This is an optimization exercise on Yosys and OpenROAD, whose aim is small area, not a production implementation. In this exercise RTL edits were held to simulation tests only and were not proved equivalent to the original. No activity file was given, so power comes from the tool's default toggle rates.

## build 38
// wb_regfile
module wb_regfile #(
  parameter int XLEN  = 32,
  parameter int CNT_W = 32
) (
  input  logic             clk,
  input  logic             rst_n,
  input  logic [XLEN-1:0]  loadData_in,
  input  logic [XLEN-1:0]  sum_out_in,
  input  logic [XLEN-1:0]  result_in,
  input  logic [1:0]       controlRF_in,
  input  logic             we_in,
  input  logic [4:0]       rd_in,
  input  logic [4:0]       rs1,
  input  logic [4:0]       rs2,
  input  logic             cnt_clr,
  output logic [XLEN-1:0]  rd1,
  output logic [XLEN-1:0]  rd2,
  output logic [XLEN-1:0]  wb_data,
  output logic             wb_valid,
  output logic [CNT_W-1:0] commit_cnt
);
  logic [31:1][XLEN-1:0] regs;
  logic [31:1]           valid_q;
  logic [CNT_W-1:0]      cnt_q;
  always_comb begin
    wb_data = result_in;
    case (controlRF_in)
      2'b01:   wb_data = loadData_in;
      2'b10:   wb_data = sum_out_in;
      default: wb_data = result_in;
    endcase
  end
  assign wb_valid = we_in && (rd_in != 5'd0);
  logic [31:1] wen, hold;
  always_comb begin
    for (int i = 1; i < 32; i++) begin
      wen[i]  = wb_valid && (rd_in == 5'(i));
      hold[i] = !wen[i];
    end
  end
  always_ff @(posedge clk or negedge rst_n) begin
    if (!rst_n) begin
      valid_q <= '0;
    end else begin
      valid_q <= valid_q | wen;
    end
  end
  logic [31:1][XLEN-1:0] regs_d;
  for (genvar i = 1; i < 32; i++) begin : g_row
    for (genvar j = 0; j < XLEN; j++) begin : g_bit
      wb_regfile_hold u_hold (
        .we(wen[i]), .d(wb_data[j]), .hold(hold[i]), .q(regs[i][j]),
        .y(regs_d[i][j])
      );
    end
  end
  always_ff @(posedge clk) begin
    regs <= regs_d;
  end
  logic [31:1] rmask;
  ...
Settings: LEC_CHECK=0, CAP_MARGIN=20, CORE_MARGIN=2, CORE_UTILIZATION=50, CTS_BUF_LIST=sky130_fd_sc_hd__clkbuf_4, CTS_CLUSTER_DIAMETER=50, CTS_CLUSTER_SIZE=8, SETUP_SLACK_MARGIN=0.4, SLEW_MARGIN=20, SYNTH_HIERARCHICAL=1, SYNTH_MINIMUM_KEEP_SIZE=0; clock period 7.0 ns.
run.sh (not shown) runs the stock make flow with config.mk's settings and CLKGATE_MAP_FILE= SYNTH_SCRIPT=/design/flow/synth_recipe.tcl, a recipe that flattens the netlist after the stock synthesis.
Input changes introduced in build 67 (baseline for comparison: build 38):
diff --git a/flow/config.mk b/flow/config.mk
--- a/flow/config.mk
+++ b/flow/config.mk
@@ -9,7 +9,7 @@
 export CORE_MARGIN = 2
-export CORE_UTILIZATION = 50
-export CTS_BUF_LIST = sky130_fd_sc_hd__clkbuf_4
-export CTS_CLUSTER_DIAMETER = 50
-export CTS_CLUSTER_SIZE = 8
-export SETUP_SLACK_MARGIN = 0.4
+export CORE_UTILIZATION = 60
+export CTS_BUF_LIST = sky130_fd_sc_hd__clkbuf_8
+export CTS_CLUSTER_DIAMETER = 80
+export CTS_CLUSTER_SIZE = 12
+export SETUP_SLACK_MARGIN = 0.1
 export SLEW_MARGIN = 20
Results
Diff build 38..build 67 | area of the multi-input gates | negligible. Relative to build 38, the core utilization of build 67 is higher by 11 points. Biggest fanout along the worst timing path ends up higher on build 67. On clock-pin transition on the worst setup and hold timing paths, build 67 tracks build 38 almost exactly. Every run in build 67 and build 38 closed cleanly, with the single exception of build 67. Diff build 67 and build 38: non-clock buffer area fraction after layout higher in build 38. Compared with build 38, in build 67 final cell count now smaller; share of layout cells above drive strength 1 now smaller. [compare] base=build 38 new=build 67: actual transition at the worst max-transition pin increased 0.010 ns; logic gate share of total power was more or less identical. Build 67 and build 38 ended up with nearly the same hold slack.
Modified inputs, build 24 compared to build 67
==> flow/flow/run.sh (new file) <==
#!/bin/bash
# Layout flow: the standard ORFS flow (standard.sh) with its synthesis
# unchanged, and these changes to how the layout is made:
# - port buffers use the smallest buffer cell (every port still gets one);
# - clock tree: no dummy loads, clkbuf_4 buffers, sink clusters of at most
#   8 flip-flops within 50 um.
# The make output goes to standard_flow.log; each ORFS step keeps its own
# log under orfs/logs.
set -euo pipefail
export BUFFER_PORTS_ARGS="-buffer_cell sky130_fd_sc_hd__buf_1"
export CTS_ARGS="-sink_clustering_enable -repair_clock_nets -dont_use_dummy_load -buf_list sky130_fd_sc_hd__clkbuf_4 -sink_clustering_size 8 -sink_clustering_max_diameter 50"
bash standard.sh finish > standard_flow.log 2>&1
==> flow/standard.sh (new file) <==
#!/bin/bash
# synth_recipe.tcl (not shown) runs the flow's synth.tcl, then flattens the netlist and writes it again
# the make line also repeats each setting of config.mk as NAME=value (left out here)
make -C /OpenROAD-flow-scripts/flow DESIGN_CONFIG=/design/flow/config.mk WORK_HOME=/design/flow/orfs CLKGATE_MAP_FILE= SYNTH_SCRIPT=/design/flow/synth_recipe.tcl "${@:-finish}"
diff --git a/flow/config.mk b/flow/config.mk
--- a/flow/config.mk
+++ b/flow/config.mk
@@ -9,7 +9,4 @@
 export CORE_MARGIN = 2
-export CORE_UTILIZATION = 60
-export CTS_BUF_LIST = sky130_fd_sc_hd__clkbuf_8
-export CTS_CLUSTER_DIAMETER = 80
-export CTS_CLUSTER_SIZE = 12
-export SETUP_SLACK_MARGIN = 0.1
+export CORE_UTILIZATION = 55
+export SETUP_SLACK_MARGIN = 0.2
 export SLEW_MARGIN = 20
removed: flow/run.sh
==> comparison <==
- Build 24 finished end to end and its layout was clean on timing, DRC and antenna.
- When build 24 is set beside build 67, its met2 global-route usage turns out to be 5.3 points smaller.
- Compared with build 67, build 24 shows a higher setup slack at placement.
- From build 67 to build 24 the numbers moved as follows: sequential share of layout area grew by 2.1 points, cell count grew by 0.86%, worst hold margin shrank by 0.0085 ns, setup slack grew by 0.76 ns.

-- separate check: timing with driven ports --
No port has a modelled driver above. Below, the same layouts with a new extraction and two added sets of constraints. Step 1 (the two cells are an assumption about what drives the block):
set clk [get_ports {clk}]
set_driving_cell -lib_cell sky130_fd_sc_hd__clkbuf_16 $clk
set_driving_cell -lib_cell sky130_fd_sc_hd__buf_2 [delete_from_list [all_inputs] $clk]
Step 2 adds t to the input delays and takes it off the output delays; t is the mean of the earliest and latest rising clock arrival at the registers after step 1. Input paths then give back, and output paths get back, about the clock's delay inside the block. a / b / c = ideal ports / drivers / drivers and shift; a / b = the first two.
| run | t (ns) | slack for setup (ns) | worst setup path after step 2 | slew at the worst register clock pin (ns) | worst data-port slew with drivers (ns) |
|---|---|---|---|---|---|
| build 38 | 1.143 | 0.363 / 0.305 / 0.305 | input to output | 0.11 / 0.11 | 0.11 |
| build 67 | 0.821 | -0.043 / -0.075 / -0.075 | input to output | 0.10 / 0.10 | 0.08 |
| build 24 | 1.100 | 0.721 / 0.673 / 0.673 | input to output | 0.11 / 0.11 | 0.12 |
The setup slack of build 38, which loses most, moves by -0.058 ns with the drivers and by -0.058 ns with both steps.
